Source: an optimization exercise on an open RTL-to-GDS flow (aim: small area, a short achievable clock period and few clock cycles per item). Production flows keep margins and buffers that such runs may drop. Only simulation tests tie the RTL to the original design; equivalence was not proved.

==> design.v <==
package pra_pkg;
    localparam int SAMPLE_W   = 10;
    localparam int MAX_WINDOW = 32;
    localparam int AVG_W      = 14;
    localparam int PRESS_W    = 19;
endpackage
module pra_ring (
    input  logic               clk,
    input  logic               rst_n,
    input  logic               adv,
    input  logic               load,        
    input  logic [9:0]         sample,
    input  logic               win_wr,      
    input  logic [5:0]         win,         
    input  logic               off_wr,      
    input  logic [9:0]         off,
    output logic               busy,        
    output logic               vc,
    output logic [14:0]        sum,
    output logic signed [16:0] diff,
    output logic [5:0]         cnt,
    output logic               full
);
    logic [9:0]  ring_mem [32];
    logic [9:0]  old;
    logic        va;
    logic [9:0]  xa;
    logic        vb, eb;
    logic [9:0]  xb, yb, zb;
    logic [5:0]  nb;
    logic        fb;
    logic [14:0] s_reg;
    logic signed [16:0] d_reg;
    logic [5:0]  nc;
    logic        fc;
    logic [4:0]  slot;
    logic [5:0]  fill;
    logic        sub;
    logic [5:0]  nnew;
    logic [5:0]  dcnt;
    assign busy = (dcnt != 6'd0);
    assign sub  = (fill == win);
    assign nnew = sub ? win : (fill + 6'd1);
    assign old  = ring_mem[slot];
    always_ff @(posedge clk or negedge rst_n)
    begin
        if (!rst_n)
        begin
            va   <= 1'b0;
            vb   <= 1'b0;
            vc   <= 1'b0;
            slot <= '0;
            fill <= '0;
            dcnt <= '0;
        end
        else
        begin
            if (adv)
            begin
                va <= load;
                vb <= va;
                vc <= vb;
            end
            if (win_wr)
            begin
                slot <= '0;
                fill <= '0;
                dcnt <= '0;
            end
            else
            begin
                if (adv && va)
                begin
                    slot <= (6'(slot) + 6'd1 >= win) ? 5'd0 : (slot + 5'd1);
                    fill <= nnew;
                end
                if (off_wr)
                begin
                    dcnt <= fill;
                end
                else if (dcnt != 6'd0)
                begin
                    dcnt <= dcnt - 6'd1;
                end
            end
        end
    end
    always_ff @(posedge clk)
    begin
        if (adv)
        begin
            xa <= sample;
            eb <= (fill == 6'd0);
            xb <= xa;
            yb <= sub ? old : 10'd0;
            zb <= sub ? old : off;
            nb <= nnew;
            fb <= (nnew == win);
            nc <= nb;
            fc <= fb;
        end
        if (adv && va)
        begin
            ring_mem[slot] <= xa;
        end
    end
    always_ff @(posedge clk)
    begin
        if (off_wr)
        begin
            d_reg <= 17'(s_reg);
        end
        else if (dcnt != 6'd0)
        begin
            d_reg <= d_reg - 17'(off);
        end
        else if (adv && vb)
        begin
            d_reg <= (eb ? 17'd0 : d_reg) + 17'(xb) - 17'(zb);
        end
        if (adv && vb)
        begin
            s_reg <= (eb ? 15'd0 : s_reg) + 15'(xb) - 15'(yb);
        end
    end
    assign sum  = s_reg;
    assign diff = d_reg;
    assign cnt  = nc;
    assign full = fc;
endmodule
module pra_ndiv #(
    parameter int WW  = 18,
    parameter int NST = 4
) (
    input  logic [5:0]       n,
    input  logic [WW+4:0]    st_i,
    output logic [WW+4:0]    st_o
);
    always_comb
    begin
        logic [4:0]    rem;
        logic [WW-1:0] w;
        logic [5:0]    t;
        logic          ge;
        rem = st_i[WW+4:WW];
        w   = st_i[WW-1:0];
        for (int i = 0; i < NST; i++)
        begin
            t   = {rem, w[WW-1]};
            ge  = t >= n;
            rem = ge ? 5'(t - n) : t[4:0];
            w   = {w[WW-2:0], ge};
        end
        st_o = {rem, w};
    end
endmodule
module pra_press (
    input  logic              clk,
    input  logic              rst_n,
    input  logic              gstart,    
    input  logic [1:0]        model,
    input  logic [12:0]       ref_mv,
    input  logic signed [16:0] diff,     
    input  logic [5:0]        n,
    output logic [23:0]       v,
    output logic              neg
);
    localparam logic [38:0] C0 = 39'h012345678a;
    localparam logic [38:0] C1 = 39'h0b60b60b61;
    localparam logic [38:0] C2 = 39'h4fa39e5cc8;
    logic [1:0]  gst;       
    logic [38:0] g1;
    logic [14:0] ma;
    logic        ms;
    logic [53:0] mn;
    logic [53:0] prod;
    logic        cmode;
    assign cmode = (gst == 2'd2);
    assign neg   = diff[16];
    assign ma    = cmode ? {2'b00, ref_mv} : (diff[14:0] ^ {15{neg}});
    assign ms    = neg & !cmode;
    assign mn    = cmode ? 54'(1 << 13) : (54'(n) << 29);
    assign prod  = 54'(ma) * 54'(g1) + (ms ? 54'(g1) : 54'd0) + mn;
    assign v     = prod[53:30];
    always_ff @(posedge clk or negedge rst_n)
    begin
        if (!rst_n)
        begin
            gst <= 2'd1;
        end
        else if (gstart)
        begin
            gst <= 2'd1;
        end
        else if (gst == 2'd1)
        begin
            gst <= 2'd2;
        end
        else
        begin
            gst <= 2'd0;
        end
    end
    always_ff @(posedge clk)
    begin
        if (gst == 2'd1)
        begin
            case (model)
                2'd0:    g1 <= C0;
                2'd1:    g1 <= C1;
                default: g1 <= C2;
            endcase
        end
        else if (cmode)
        begin
            g1 <= prod[51:13];
        end
    end
endmodule
module pressure_rolling_average (
    input  logic         clk,
    input  logic         rst_n,
    input  logic         s_tvalid,
    output logic         s_tready,
    input  logic [15:0]  s_tdata,    
    output logic         m_tvalid,
    input  logic         m_tready,
    output logic [39:0]  m_tdata,    
    output logic         m_tuser,    
    input  logic         cfg_valid,
    output logic         cfg_ready,
    input  logic [1:0]   cfg_index,
    input  logic [12:0]  cfg_data
);
    localparam int KQ   = 5;                   
    localparam int NQS  = (18 + KQ - 1) / KQ;  
    localparam int KA0  = 5;                   
    localparam int KA   = (14 - KA0 + NQS - 1) / NQS;
    logic [5:0]  win_reg;
    logic [1:0]  model_reg;
    logic [12:0] ref_reg;
    logic [9:0]  off_reg;
    logic        cfg_fire;
    logic        win_wr, off_wr, g_wr;
    assign cfg_ready = 1'b1;
    assign cfg_fire  = cfg_valid;
    assign win_wr    = cfg_fire && (cfg_index == 2'd0);
    assign off_wr    = cfg_fire && (cfg_index == 2'd3);
    assign g_wr      = cfg_fire && ((cfg_index == 2'd1) || (cfg_index == 2'd2));
    always_ff @(posedge clk or negedge rst_n)
    begin
        if (!rst_n)
        begin
            win_reg   <= 6'd8;
            model_reg <= 2'd1;
            ref_reg   <= 13'd5000;
            off_reg   <= 10'd0;
        end
        else if (cfg_fire)
        begin
            case (cfg_index)
                2'd0:    win_reg   <= (cfg_data[5:0] == 6'd0) ? 6'd1 :
                                      (cfg_data[5:0] > 6'd32) ? 6'd32 : cfg_data[5:0];
                2'd1:    model_reg <= cfg_data[1:0];
                2'd2:    ref_reg   <= cfg_data[12:0];
                default: off_reg   <= cfg_data[9:0];
            endcase
        end
    end
    logic        out_v, skid_v;
    logic        adv;
    logic        busy;
    assign adv      = !skid_v;
    assign s_tready = adv && !busy;
    logic               vc;
    logic [14:0]        sum_c;
    logic signed [16:0] diff_c;
    logic [5:0]         n_c;
    logic               full_c;
    pra_ring u_ring (
        .clk    (clk),
        .rst_n  (rst_n),
        .adv    (adv),
        .load   (s_tvalid && s_tready),
        .sample (s_tdata[9:0]),
        .win_wr (win_wr),
        .win    (win_reg),
        .off_wr (off_wr),
        .off    (off_reg),
        .busy   (busy),
        .vc     (vc),
        .sum    (sum_c),
        .diff   (diff_c),
        .cnt    (n_c),
        .full   (full_c)
    );
    logic [23:0] v_mul;
    logic        neg_c;
    pra_press u_press (
        .clk    (clk),
        .rst_n  (rst_n),
        .gstart (g_wr),
        .model  (model_reg),
        .ref_mv (ref_reg),
        .diff   (diff_c),
        .n      (n_c),
        .v      (v_mul),
        .neg    (neg_c)
    );
    logic [18:0] a_st_c, a_st_c2;
    assign a_st_c = {sum_c, 4'b0000};    
    pra_ndiv #(.WW(14), .NST(KA0)) u_adiv0 (.n(n_c), .st_i(a_st_c), .st_o(a_st_c2));
    logic        vd;
    logic [23:0] v_d;
    logic        neg_d, full_d;
    logic [5:0]  n_d;
    logic [18:0] a_st_d;
    always_ff @(posedge clk or negedge rst_n)
    begin
        if (!rst_n)
        begin
            vd <= 1'b0;
        end
        else if (adv)
        begin
            vd <= vc;
        end
    end
    always_ff @(posedge clk)
    begin
        if (adv)
        begin
            v_d    <= v_mul;
            neg_d  <= neg_c;
            full_d <= full_c;
            n_d    <= n_c;
            a_st_d <= a_st_c2;
        end
    end
    logic [NQS:0]       ve;
    logic [NQS*23-1:0]  q_st;
    logic [NQS*19-1:0]  a_st;
    logic [NQS*6-1:0]   n_e;
    logic [NQS-1:0]     ovf_e, neg_e, full_e;
    assign ve[0] = vd;
    for (genvar j = 0; j < NQS; j++)
    begin : g_div
        localparam int QD  = (18 - j * KQ < KQ) ? (18 - j * KQ) : KQ;
        localparam int AD0 = KA0 + j * KA;
        localparam int AD  = (14 - AD0 <= 0) ? 0 : ((14 - AD0 < KA) ? (14 - AD0) : KA);
        logic [5:0]  n_in;
        logic [22:0] q_in, q_out;
        logic [18:0] a_in, a_out;
        logic        ovf_in, neg_in, full_in;
        if (j == 0)
        begin : g_first
            assign n_in    = n_d;
            assign ovf_in  = (v_d[23:18] >= n_d);
            assign q_in    = v_d[22:0];
            assign a_in    = a_st_d;
            assign neg_in  = neg_d;
            assign full_in = full_d;
        end
        else
        begin : g_next
            assign n_in    = n_e[(j-1)*6 +: 6];
            assign ovf_in  = ovf_e[j-1];
            assign q_in    = q_st[(j-1)*23 +: 23];
            assign a_in    = a_st[(j-1)*19 +: 19];
            assign neg_in  = neg_e[j-1];
            assign full_in = full_e[j-1];
        end
        pra_ndiv #(.WW(18), .NST(QD)) u_qdiv (.n(n_in), .st_i(q_in), .st_o(q_out));
        if (AD > 0)
        begin : g_avg
            pra_ndiv #(.WW(14), .NST(AD)) u_adiv (.n(n_in), .st_i(a_in), .st_o(a_out));
        end
        else
        begin : g_avg_done
            assign a_out = a_in;
        end
        always_ff @(posedge clk or negedge rst_n)
        begin
            if (!rst_n)
            begin
                ve[j+1] <= 1'b0;
            end
            else if (adv)
            begin
                ve[j+1] <= ve[j];
            end
        end
        always_ff @(posedge clk)
        begin
            if (adv)
            begin
                q_st[j*23 +: 23] <= q_out;
                a_st[j*19 +: 19] <= a_out;
                n_e[j*6 +: 6]    <= n_in;
                ovf_e[j]         <= ovf_in;
                neg_e[j]         <= neg_in;
                full_e[j]        <= full_in;
            end
        end
    end
    logic [17:0] q_fin;
    logic [13:0] avg_fin;
    logic [18:0] prs_fin;
    logic        ovf_fin, neg_fin, full_fin, v_fin;
    logic [33:0] res;
    assign q_fin    = q_st[(NQS-1)*23 +: 18];
    assign avg_fin  = a_st[(NQS-1)*19 +: 14];
    assign ovf_fin  = ovf_e[NQS-1];
    assign neg_fin  = neg_e[NQS-1];
    assign full_fin = full_e[NQS-1];
    assign v_fin    = ve[NQS];
    always_comb
    begin
        if (ovf_fin)
        begin
            prs_fin = neg_fin ? 19'h40000 : 19'h3ffff;
        end
        else
        begin
            prs_fin = neg_fin ? (19'd0 - {1'b0, q_fin}) : {1'b0, q_fin};
        end
    end
    assign res = {full_fin, prs_fin, avg_fin};
    logic [33:0] out_d, skid_d;
    logic        out_fire;
    assign out_fire = out_v && m_tready;
    always_ff @(posedge clk or negedge rst_n)
    begin
        if (!rst_n)
        begin
            out_v  <= 1'b0;
            skid_v <= 1'b0;
        end
        else if (skid_v)
        begin
            if (out_fire)
            begin
                skid_v <= 1'b0;
            end
        end
        else if (v_fin)
        begin
            if (out_v && !m_tready)
            begin
                skid_v <= 1'b1;
            end
            out_v <= 1'b1;
        end
        else if (out_fire)
        begin
            out_v <= 1'b0;
        end
    end
    always_ff @(posedge clk)
    begin
        if (skid_v)
        begin
            if (out_fire)
            begin
                out_d <= skid_d;
            end
        end
        else if (v_fin)
        begin
            if (out_v && !m_tready)
            begin
                skid_d <= res;
            end
            else
            begin
                out_d <= res;
            end
        end
    end
    assign m_tvalid = out_v;
    assign m_tdata  = {7'd0, out_d[32:0]};
    assign m_tuser  = out_d[33];
endmodule
==> run.sh <==
#!/bin/bash
# synth_recipe.tcl (not shown) runs the flow's synth.tcl, then flattens the netlist and writes it again
# the make line also repeats each setting of config.mk as NAME=value (left out here)
make -C /OpenROAD-flow-scripts/flow DESIGN_CONFIG=/design/flow/config.mk WORK_HOME=/design/flow/orfs CLKGATE_MAP_FILE= SYNTH_SCRIPT=/design/flow/synth_recipe.tcl finish
==> config.mk <==
export PLATFORM = sky130hd
export DESIGN_NAME = pressure_rolling_average
export DESIGN_NICKNAME = pressure_rolling_average
export VERILOG_FILES = /design/flow/design.v
export SDC_FILE = /design/flow/constraint.sdc
export NUM_CORES = 4
export LEC_CHECK = 0
export CAP_MARGIN = 20
export CORE_MARGIN = 2
export CORE_UTILIZATION = 40
export SLEW_MARGIN = 20
==> constraint.sdc <==
create_clock -name core_clock -period 8.5 [get_ports {clk}]
set_input_delay 1.7000 -clock core_clock [delete_from_list [all_inputs] [get_ports {clk}]]
set_output_delay 1.7000 -clock core_clock [all_outputs]
set_load 0.01 [all_outputs]
==> impl_metrics.tcl <==
set metrics [dict create \
    hold_viol_final 0 \
    post_synth_instance_area_um2 59430 \
    synth_ff_type "edfxtp_1" \
    die-area_um2 151700 \
    grt_remaining_overflow 0 \
    rows 141 \
    hp-class "flip-flop to flip-flop" \
    n_fill_cell 13470 \
    synth_warnings 7 \
    fin_util_pct 45.27 \
    post_dp_cell_area_um2 63250 \
    synth_area_leaders "edfxtp_1, fa_1, ha_1, inv_1, nand2_1" \
    netlist.area_leader.share_pct 37.14 \
    num_vias 37858 \
    finalMaxSlewViolations 0 \
    final_cell_area_um2 66850 \
    cts-buffers-inserted 85 \
    tightest_slew_ns 1.079 \
    synth.avg_cell_area_um2 11.57 \
    synthArstFlopShare_pct 7.528 \
    core-area_um2 147700 \
    status "finished clean" \
    synth-seq-area-share_pct 39.75 \
    fmax_mhz 121.8 \
    routed_via_density 5.197 \
    relSlewSlack_pct 27.78 \
    cp.buffers_inverters 9 \
    antenna_found_initial 3 \
    nets 6299 \
    clkTransAtPathRegs_ns 0.06 \
    hpwlAfterDp_mm 104.7 \
    setup_viol 0 \
    place_congestion 0.9156 \
    io_buffers 65 \
    crit_required_ns 8.96 \
    area_delta_synth_final_pct 12.49 \
    cts.sinks 797 \
    cts_tree "built" \
    synth_top_cell_by_area "edfxtp_1" \
    register_area_um2 23630 \
    h-tree-depth 3 \
    end_kind "flip-flop" \
    criticalPathCategory "flip-flop to flip-flop" \
    fin_crit_sh_pct 96.57 \
    synth_edf_count 735 \
    yosysUniqueCellTypes 78 \
    layout_commonest_cell "inv_1" \
    cts_buffer_depth 3 \
    io_pins 80 \
    grt_max_degree 99 \
    crit_fanout 25 \
    clock_skew_ns 0.03292 \
    largest_register_ffs 320 \
    layout_common_cells "inv_1, edfxtp_1, nand2_1" \
    layout_min_cycle_time_ns 8.209 \
    synth-seq-cells 797 \
    worst_setup_path_start_kind "flip-flop" \
    start_util_pct 40.25 \
    final_layout_size_suffix_gt1_share_pct 12.16 \
    syn_inst 5137 \
    cp_slowest_cell "or4_1" \
    finalWorstSetupSlack_ns 0.2913 \
    grt_pass1_wl_mm 224.0 \
    drc_errors 0 \
    clkLatencyLatePin_ns 0.73 \
    multiInputGateArea_um2 32710 \
    chipWidth_um 389.5 \
    arrival_ns 8.67 \
    wl_per_cell_um 19.38 \
    crit_path_max_incr_delay_ns 0.66 \
    post-place-ws_ns -0.1172 \
    grt_use_total_pct 18.96 \
    max-cap-violations 0 \
    crit_family "adder cells" \
    totalWireLength_mm 141.2 \
    grt_pass1_vias 39755 \
    regMostFlops "u_ring.ring_mem" \
    antenna_left 0 \
    cts_root_buffer "clkbuf_16" \
    firstDrtPassIters 5 \
    drt_iter0_markers 2551 \
    die_y_um 389.5 \
]
## through the flow
step	hold WS (ns)	cells	setup TNS, ns
6_report	0.4151	7285	0
5_1_grt	0.4207	7283	-0.3159
4_1_cts	0.4160	7251	0
3_5_place_dp	0.4045	7092	-0.5676
3_3_place_gp	0.4011	7091	-0.1825
2_1_floorplan	0.4003	5143	0
## area by class of cell
type	count	share of cell area (%)
Antenna cell	2	0.007487
Clock buffer	108	3.341
Clock inverter	51	0.8778
Inverter	773	4.363
Multi-Input combinational cell	3360	48.93
Sequential cell	797	35.35
Tap cell	1930	3.612
Timing Repair Buffer	264	3.521
## cell usage after synthesis (all sizes together) (21+ instances only)
| master | n |
|---|---|
| buf | 30 |
| and3 | 23 |
| nand4 | 21 |
| a22oi | 42 |
| xor2 | 62 |
| nand2b | 69 |
| nor3 | 23 |
| clkbuf | 183 |
| edfxtp | 735 |
| mux2i | 22 |
| and2 | 123 |
| dfrtp | 52 |
| a21oi | 196 |
| nor2 | 176 |
| inv | 772 |
| mux4 | 80 |
| mux2 | 119 |
| a31oi | 25 |
| fa | 573 |
| nand3 | 27 |
| xnor2 | 145 |
| nor2b | 142 |
| ha | 409 |
| o21ai | 173 |
| nand2 | 588 |
| a21o | 114 |
## logic make-up (layout without fill, tap and decap cells)
kind of cell | count (synthesis) | after routing | share of synthesized area [%]
AOI/OAI and AO/OA | 678 | 678 | 7.207
xor gates and xnor gates | 207 | 207 | 3.051
adders and majority gates | 982 | 982 | 27.91
buffers and inverters | 986 | 1196 | 6.278
DFF | 797 | 797 | 39.75
muxes | 221 | 221 | 5.657
other | 2 | 10 | 0.01264
and+or+nand+nor | 1264 | 1264 | 10.13
## timing repair
action                                  in CTS  in global routing
resized for setup                            7                100
buffers inserted                             0                 24
endpoints found under the setup margin      13                 34
hold buffers                                 0                  0
pin swaps                                    0                 33
## layer usage
layer	GRT usage [%]	wire [um]	vias up
met3	2.483	6715	211
li1	-	-	17518
met2	32.33	69110	888
met4	5.610	3946	2
met5	0	12	-
met1	25.28	61380	19239
## worst paths after layout
kind / end / depth (start not counted) / slack [ns] / startpoint
max: v_d[23] / 29 / 0.29 / u_press.gst[0]
min: g_div[3].q_in[7] / 0 / 0.42 / g_div[2].q_in[2]
max reg2reg: v_d[23] / 29 / 0.29 / u_press.gst[0]
min reg2reg: g_div[3].q_in[7] / 0 / 0.42 / g_div[2].q_in[2]
max in group asynchronous: u_ring.slot[1] / 1 / 6.71 / rst_n
min in group asynchronous: off_reg[4] / 1 / 1.09 / rst_n
Testbench counts, summed over its fixed seeds: cycles 5,843, items 4,835.

## port drivers added, routing unchanged
How much do the figures lean on ideal ports? The routed layout below was timed once more, with nothing changed but the port constraints. Step 1, drivers: a clkbuf_16 drives clk and a buf_2 each remaining input, both assumed. Step 2, shift: input delay + t, output delay - t, t = (earliest + latest rising clock arrival at the registers) / 2. This alone moves slack from input paths to output paths. a / b / c = ideal / step 1 / step 2; a / b = the first two.
t, ns: 0.782
setup slack, ns: 0.291 / 0.291 / 0.291
hold slack, ns: 0.415 / 0.415 / 0.415
worst setup path at the end: register to register
worst register clock-pin slew, ns: 0.08 / 0.08
After both steps this run still meets setup and hold. For this run, drivers alone change the setup slack by 0.000 ns; drivers and shift together by 0.000 ns.
